This design comes from an exercise in tuning for small area, a short achievable clock period and few clock cycles per item on the open sky130 flow, not from production work.
Function was checked by simulation only, so behaviour that the tests miss may differ from the original.

==> inputs of job 6707 <==
## binaural_chord_tone_mixer_unit
module binaural_chord_tone_mixer_unit
(
   input  logic                clock,
   input  logic                reset,
   input  logic                req_valid,
   output logic                req_stall,
   input  logic [32:0]         req_payload,   
   output logic                rsp_valid,
   input  logic                rsp_stall,
   output logic [31:0]         rsp_payload,   
   input  logic                csr_wr_en,
   input  logic [1:0]          csr_index,
   input  logic [9:0]          csr_wr_data
);
==> flow/config.mk <==
export PLATFORM = sky130hd
export DESIGN_NAME = binaural_chord_tone_mixer_unit
export DESIGN_NICKNAME = binaural_chord_tone_mixer_unit
export VERILOG_FILES = /design/flow/design.v
export SDC_FILE = /design/flow/constraint.sdc
export NUM_CORES = 4
export LEC_CHECK = 0
export ABC_AREA = 1
export CAP_MARGIN = 20
export CORE_MARGIN = 2
export CORE_UTILIZATION = 55
export CTS_CLUSTER_DIAMETER = 100
export CTS_CLUSTER_SIZE = 30
export SETUP_SLACK_MARGIN = 5
export SLEW_MARGIN = 20
export SYNTH_MEMORY_MAX_BITS = 32768
==> flow/constraint.sdc <==
create_clock -name core_clock -period 10.0 [get_ports {clock}]
set_input_delay 2.0000 -clock core_clock [delete_from_list [all_inputs] [get_ports {clock}]]
set_output_delay 2.0000 -clock core_clock [all_outputs]
set_load 0.01 [all_outputs]
run.sh (not shown) runs the stock make flow with config.mk's settings and CLKGATE_MAP_FILE= SYNTH_SCRIPT=/design/flow/synth_recipe.tcl, a recipe that flattens the netlist after the stock synthesis.
==> job 7150: changes against job 6707 <==
--- a/flow/config.mk
+++ b/flow/config.mk
@@ -6,11 +6,9 @@
 export NUM_CORES = 4
 export LEC_CHECK = 0
 export ABC_AREA = 1
 export CAP_MARGIN = 20
 export CORE_MARGIN = 2
-export CORE_UTILIZATION = 55
-export CTS_CLUSTER_DIAMETER = 100
-export CTS_CLUSTER_SIZE = 30
+export CORE_UTILIZATION = 45
 export SETUP_SLACK_MARGIN = 5
 export SLEW_MARGIN = 20
 export SYNTH_MEMORY_MAX_BITS = 32768
==> job 7296: changes against job 6707 <==
--- a/flow/design.v
+++ b/flow/design.v
@@ -1965,11 +1965,10 @@
    localparam logic [1:0] CSR_TONE_GAIN    = 2'd1;
    localparam logic [1:0] CSR_CHORD_SELECT = 2'd2;
    localparam logic [23:0] PAIRS_M1_TAB = {2'd0, 2'd2, 2'd2, 2'd3, 2'd0, 2'd1,
                                            2'd3, 2'd2, 2'd0, 2'd0, 2'd0, 2'd0};
    localparam int OUT_DEPTH = 5;
-   localparam int QW = $clog2(OUT_DEPTH);
    localparam int OW = $clog2(OUT_DEPTH + 1);
    logic [17:0] tg_digits_ff;
    logic [23:0] rg_digits_ff;
    logic [3:0]  chord_ff;
    logic [17:0] tg_digits_wr;
@@ -2014,11 +2013,13 @@
    logic          wb_pend_ff;
    logic          wb_now;
    logic          wb_pend_nx;
    logic [3:0]    wb_chord_nx;
    logic [3:0]    chord_nx;
-   logic [3:0]    ring_idx_ff;      
+   logic [11:0]   ring_sel_ff;      
+   logic [3:0]    ring_idx_nx;
+   logic [23:0]   ring_rd;
    logic          wb_hit_ff;        
    logic          vld_hit_ff;       
    logic [3:0]    ptr_nx;
    logic          ready_nx;
    logic          wb_block;
@@ -2058,11 +2059,11 @@
       outstanding_nx = outstanding_ff + OW'(load) - OW'(deliver);
    end
    always_ff @(posedge clock) begin
       if (reset) begin
          ready_ff       <= 1'b1;
-         ring_idx_ff    <= 4'd0;
+         ring_sel_ff    <= 12'd1;
          wb_hit_ff      <= 1'b0;
          vld_hit_ff     <= 1'b0;
          rom_chord_ff   <= 4'd0;
          rom_pair_ff    <= 2'd0;
          busy_ff        <= 1'b0;
@@ -2077,11 +2078,11 @@
          cyc_ff         <= cyc_nx;
          cycles_m1_ff   <= cycles_m1_nx;
          outstanding_ff <= outstanding_nx;
          ready_ff       <= ready_nx;
          ptr_ff         <= ptr_nx;
-         ring_idx_ff    <= (chord_nx >= ptr_nx) ? chord_nx - ptr_nx : chord_nx + 4'd12 - ptr_nx;
+         ring_sel_ff    <= 12'd1 << ring_idx_nx;
          wb_hit_ff      <= wb_pend_nx && (wb_chord_nx == chord_nx);
          vld_hit_ff     <= cnt_vld_ff[chord_nx] || (load && chord_ff == chord_nx);
          rom_chord_ff   <= ready_nx ? chord_nx : seq_chord_nx;
          rom_pair_ff    <= ready_nx ? 2'd0 : cyc_nx + 2'd1;
          wb_pend_ff     <= wb_pend_nx;
@@ -2102,11 +2103,18 @@
    assign wb_now      = wb_pend_ff && (wb_chord_ff == ptr_ff);
    assign wb_pend_nx  = load || (wb_pend_ff && !wb_now);
    assign wb_chord_nx = load ? chord_ff : wb_chord_ff;
    assign chord_nx    = (csr_wr_en && csr_index == CSR_CHORD_SELECT)
                         ? ((csr_wr_data[3:0] > MAX_CHORD) ? MAX_CHORD : csr_wr_data[3:0]) : chord_ff;
-   assign count_rd    = !vld_hit_ff ? 24'd0 : wb_hit_ff ? wb_val_ff : ring_ff[ring_idx_ff];
+   assign ring_idx_nx = (chord_nx >= ptr_nx) ? chord_nx - ptr_nx : chord_nx + 4'd12 - ptr_nx;
+   always_comb begin
+      ring_rd = 24'd0;
+      for (int i = 0; i < 12; i++) begin
+         ring_rd = ring_rd | ({24{ring_sel_ff[i]}} & ring_ff[i]);
+      end
+   end
+   assign count_rd    = !vld_hit_ff ? 24'd0 : wb_hit_ff ? wb_val_ff : ring_rd;
    always_ff @(posedge clock) begin
       if (ready_ff) begin
          seq_chord_ff <= chord_ff;
          pairs_m1_ff  <= chord_pairs_m1;
          count_ff     <= count_rd;
@@ -2259,11 +2267,12 @@
       z_s_ff      <= z_s;
       z_c_ff      <= z_c;
    end
    logic [15:0]   result;
    logic [31:0]   out_q [OUT_DEPTH];
-   logic [QW-1:0] wp_ff, rp_ff;
+   logic [OUT_DEPTH-1:0] wp_ff, rp_ff;    
+   logic [31:0]   q_rd;
    logic [OW-1:0] full_cnt_ff;
    logic          rsp_valid_ff;
    logic          push;
    logic [OW-1:0] full_cnt_nx;
    bctm_div_step2 u_div2 (
@@ -2271,30 +2280,44 @@
    assign push        = p3_v_ff && p3_right_ff;
    assign deliver     = rsp_valid_ff && !rsp_stall;
    assign full_cnt_nx = full_cnt_ff + OW'(push) - OW'(deliver);
    always_ff @(posedge clock) begin
       if (reset) begin
-         wp_ff        <= '0;
-         rp_ff        <= '0;
+         wp_ff        <= OUT_DEPTH'(1);
+         rp_ff        <= OUT_DEPTH'(1);
          full_cnt_ff  <= '0;
          rsp_valid_ff <= 1'b0;
       end else begin
          if (push) begin
-            wp_ff <= (wp_ff == QW'(OUT_DEPTH - 1)) ? '0 : wp_ff + 1'b1;
+            wp_ff <= {wp_ff[OUT_DEPTH-2:0], wp_ff[OUT_DEPTH-1]};
          end
          if (deliver) begin
-            rp_ff <= (rp_ff == QW'(OUT_DEPTH - 1)) ? '0 : rp_ff + 1'b1;
+            rp_ff <= {rp_ff[OUT_DEPTH-2:0], rp_ff[OUT_DEPTH-1]};
          end
          full_cnt_ff  <= full_cnt_nx;
          rsp_valid_ff <= (full_cnt_nx != '0);
       end
       if (p3_v_ff) begin
          if (p3_right_ff) begin
-            out_q[wp_ff][15:0] <= result;
+            for (int i = 0; i < OUT_DEPTH; i++) begin
+               if (wp_ff[i]) begin
+                  out_q[i][15:0] <= result;
+               end
+            end
          end else begin
-            out_q[wp_ff][31:16] <= result;
+            for (int i = 0; i < OUT_DEPTH; i++) begin
+               if (wp_ff[i]) begin
+                  out_q[i][31:16] <= result;
+               end
+            end
          end
       end
    end
    assign rsp_valid   = rsp_valid_ff;
-   assign rsp_payload = out_q[rp_ff];
+   always_comb begin
+      q_rd = 32'd0;
+      for (int i = 0; i < OUT_DEPTH; i++) begin
+         q_rd = q_rd | ({32{rp_ff[i]}} & out_q[i]);
+      end
+   end
+   assign rsp_payload = q_rd;
 endmodule
--- a/flow/config.mk
+++ b/flow/config.mk
@@ -6,11 +6,11 @@
 export NUM_CORES = 4
 export LEC_CHECK = 0
 export ABC_AREA = 1
 export CAP_MARGIN = 20
 export CORE_MARGIN = 2
-export CORE_UTILIZATION = 55
-export CTS_CLUSTER_DIAMETER = 100
-export CTS_CLUSTER_SIZE = 30
+export CORE_UTILIZATION = 50
+export CTS_CLUSTER_DIAMETER = 95
+export CTS_CLUSTER_SIZE = 28
 export SETUP_SLACK_MARGIN = 5
 export SLEW_MARGIN = 20
 export SYNTH_MEMORY_MAX_BITS = 32768
==> job 7568: changes against job 6707 <==
--- a/flow/design.v
+++ b/flow/design.v
@@ -1965,11 +1965,10 @@
    localparam logic [1:0] CSR_TONE_GAIN    = 2'd1;
    localparam logic [1:0] CSR_CHORD_SELECT = 2'd2;
    localparam logic [23:0] PAIRS_M1_TAB = {2'd0, 2'd2, 2'd2, 2'd3, 2'd0, 2'd1,
                                            2'd3, 2'd2, 2'd0, 2'd0, 2'd0, 2'd0};
    localparam int OUT_DEPTH = 5;
-   localparam int QW = $clog2(OUT_DEPTH);
    localparam int OW = $clog2(OUT_DEPTH + 1);
    logic [17:0] tg_digits_ff;
    logic [23:0] rg_digits_ff;
    logic [3:0]  chord_ff;
    logic [17:0] tg_digits_wr;
@@ -2014,11 +2013,13 @@
    logic          wb_pend_ff;
    logic          wb_now;
    logic          wb_pend_nx;
    logic [3:0]    wb_chord_nx;
    logic [3:0]    chord_nx;
-   logic [3:0]    ring_idx_ff;      
+   logic [11:0]   ring_sel_ff;      
+   logic [3:0]    ring_idx_nx;
+   logic [23:0]   ring_rd;
    logic          wb_hit_ff;        
    logic          vld_hit_ff;       
    logic [3:0]    ptr_nx;
    logic          ready_nx;
    logic          wb_block;
@@ -2058,11 +2059,11 @@
       outstanding_nx = outstanding_ff + OW'(load) - OW'(deliver);
    end
    always_ff @(posedge clock) begin
       if (reset) begin
          ready_ff       <= 1'b1;
-         ring_idx_ff    <= 4'd0;
+         ring_sel_ff    <= 12'd1;
          wb_hit_ff      <= 1'b0;
          vld_hit_ff     <= 1'b0;
          rom_chord_ff   <= 4'd0;
          rom_pair_ff    <= 2'd0;
          busy_ff        <= 1'b0;
@@ -2077,11 +2078,11 @@
          cyc_ff         <= cyc_nx;
          cycles_m1_ff   <= cycles_m1_nx;
          outstanding_ff <= outstanding_nx;
          ready_ff       <= ready_nx;
          ptr_ff         <= ptr_nx;
-         ring_idx_ff    <= (chord_nx >= ptr_nx) ? chord_nx - ptr_nx : chord_nx + 4'd12 - ptr_nx;
+         ring_sel_ff    <= 12'd1 << ring_idx_nx;
          wb_hit_ff      <= wb_pend_nx && (wb_chord_nx == chord_nx);
          vld_hit_ff     <= cnt_vld_ff[chord_nx] || (load && chord_ff == chord_nx);
          rom_chord_ff   <= ready_nx ? chord_nx : seq_chord_nx;
          rom_pair_ff    <= ready_nx ? 2'd0 : cyc_nx + 2'd1;
          wb_pend_ff     <= wb_pend_nx;
@@ -2102,11 +2103,18 @@
    assign wb_now      = wb_pend_ff && (wb_chord_ff == ptr_ff);
    assign wb_pend_nx  = load || (wb_pend_ff && !wb_now);
    assign wb_chord_nx = load ? chord_ff : wb_chord_ff;
    assign chord_nx    = (csr_wr_en && csr_index == CSR_CHORD_SELECT)
                         ? ((csr_wr_data[3:0] > MAX_CHORD) ? MAX_CHORD : csr_wr_data[3:0]) : chord_ff;
-   assign count_rd    = !vld_hit_ff ? 24'd0 : wb_hit_ff ? wb_val_ff : ring_ff[ring_idx_ff];
+   assign ring_idx_nx = (chord_nx >= ptr_nx) ? chord_nx - ptr_nx : chord_nx + 4'd12 - ptr_nx;
+   always_comb begin
+      ring_rd = 24'd0;
+      for (int i = 0; i < 12; i++) begin
+         ring_rd = ring_rd | ({24{ring_sel_ff[i]}} & ring_ff[i]);
+      end
+   end
+   assign count_rd    = !vld_hit_ff ? 24'd0 : wb_hit_ff ? wb_val_ff : ring_rd;
    always_ff @(posedge clock) begin
       if (ready_ff) begin
          seq_chord_ff <= chord_ff;
          pairs_m1_ff  <= chord_pairs_m1;
          count_ff     <= count_rd;
@@ -2259,11 +2267,12 @@
       z_s_ff      <= z_s;
       z_c_ff      <= z_c;
    end
    logic [15:0]   result;
    logic [31:0]   out_q [OUT_DEPTH];
-   logic [QW-1:0] wp_ff, rp_ff;
+   logic [OUT_DEPTH-1:0] wp_ff, rp_ff;    
+   logic [31:0]   q_rd;
    logic [OW-1:0] full_cnt_ff;
    logic          rsp_valid_ff;
    logic          push;
    logic [OW-1:0] full_cnt_nx;
    bctm_div_step2 u_div2 (
@@ -2271,30 +2280,44 @@
    assign push        = p3_v_ff && p3_right_ff;
    assign deliver     = rsp_valid_ff && !rsp_stall;
    assign full_cnt_nx = full_cnt_ff + OW'(push) - OW'(deliver);
    always_ff @(posedge clock) begin
       if (reset) begin
-         wp_ff        <= '0;
-         rp_ff        <= '0;
+         wp_ff        <= OUT_DEPTH'(1);
+         rp_ff        <= OUT_DEPTH'(1);
          full_cnt_ff  <= '0;
          rsp_valid_ff <= 1'b0;
       end else begin
          if (push) begin
-            wp_ff <= (wp_ff == QW'(OUT_DEPTH - 1)) ? '0 : wp_ff + 1'b1;
+            wp_ff <= {wp_ff[OUT_DEPTH-2:0], wp_ff[OUT_DEPTH-1]};
          end
          if (deliver) begin
-            rp_ff <= (rp_ff == QW'(OUT_DEPTH - 1)) ? '0 : rp_ff + 1'b1;
+            rp_ff <= {rp_ff[OUT_DEPTH-2:0], rp_ff[OUT_DEPTH-1]};
          end
          full_cnt_ff  <= full_cnt_nx;
          rsp_valid_ff <= (full_cnt_nx != '0);
       end
       if (p3_v_ff) begin
          if (p3_right_ff) begin
-            out_q[wp_ff][15:0] <= result;
+            for (int i = 0; i < OUT_DEPTH; i++) begin
+               if (wp_ff[i]) begin
+                  out_q[i][15:0] <= result;
+               end
+            end
          end else begin
-            out_q[wp_ff][31:16] <= result;
+            for (int i = 0; i < OUT_DEPTH; i++) begin
+               if (wp_ff[i]) begin
+                  out_q[i][31:16] <= result;
+               end
+            end
          end
       end
    end
    assign rsp_valid   = rsp_valid_ff;
-   assign rsp_payload = out_q[rp_ff];
+   always_comb begin
+      q_rd = 32'd0;
+      for (int i = 0; i < OUT_DEPTH; i++) begin
+         q_rd = q_rd | ({32{rp_ff[i]}} & out_q[i]);
+      end
+   end
+   assign rsp_payload = q_rd;
 endmodule
--- a/flow/config.mk
+++ b/flow/config.mk
@@ -7,10 +7,10 @@
 export LEC_CHECK = 0
 export ABC_AREA = 1
 export CAP_MARGIN = 20
 export CORE_MARGIN = 2
 export CORE_UTILIZATION = 55
-export CTS_CLUSTER_DIAMETER = 100
-export CTS_CLUSTER_SIZE = 30
+export CTS_CLUSTER_DIAMETER = 90
+export CTS_CLUSTER_SIZE = 26
 export SETUP_SLACK_MARGIN = 5
 export SLEW_MARGIN = 20
 export SYNTH_MEMORY_MAX_BITS = 32768
==> notes <==
Register-to-register slack is about the same in job 6707 and job 7150.
Final cell count: job 7568 < job 7296 < job 6707 < job 7150.
Via count, highest first: job 6707, job 7150, job 7568, job 7296.
Testbench counts of job 6707, summed over its fixed seeds: cycles 3,743, frames 1,152.
Testbench counts of job 7150, summed over its fixed seeds: cycles 3,743, frames 1,152.
Testbench counts of job 7296, summed over its fixed seeds: cycles 3,743, frames 1,152.
Testbench counts of job 7568, summed over its fixed seeds: cycles 3,743, frames 1,152.

## re-timing with driven ports
The flow's constraints put no driver on any port. The routed layouts listed below were extracted and timed again, unchanged, in two steps. Step 1 (the two cells are an assumption about what drives the block):
set clk [get_ports {clock}]
set_driving_cell -lib_cell sky130_fd_sc_hd__clkbuf_16 $clk
set_driving_cell -lib_cell sky130_fd_sc_hd__buf_2 [delete_from_list [all_inputs] $clk]
Step 2, shift: input delay + t, output delay - t, t = (earliest + latest rising clock arrival at the registers) / 2. This alone moves slack from input paths to output paths. a / b / c = ideal / step 1 / step 2; a / b = the first two.
run | shift t [ns] | setup slack, ns | hold slack, ns | worst data-port slew with drivers (ns)
job 6707 | 0.867 | 5.096 / 5.022 / 4.426 | 0.331 / 0.331 / 0.331 | 0.12
job 7150 | 0.906 | 5.111 / 5.035 / 4.585 | 0.325 / 0.325 / 0.325 | 0.06
job 7296 | 0.855 | 5.163 / 5.163 / 4.484 | 0.328 / 0.328 / 0.328 | 0.08
job 7568 | 0.834 | 5.096 / 5.052 / 4.218 | 0.334 / 0.334 / 0.334 | 0.35
After both steps setup and hold are still met in every run listed. The setup slack of job 7568, which loses most, moves by -0.044 ns with the drivers and by -0.878 ns with both steps.
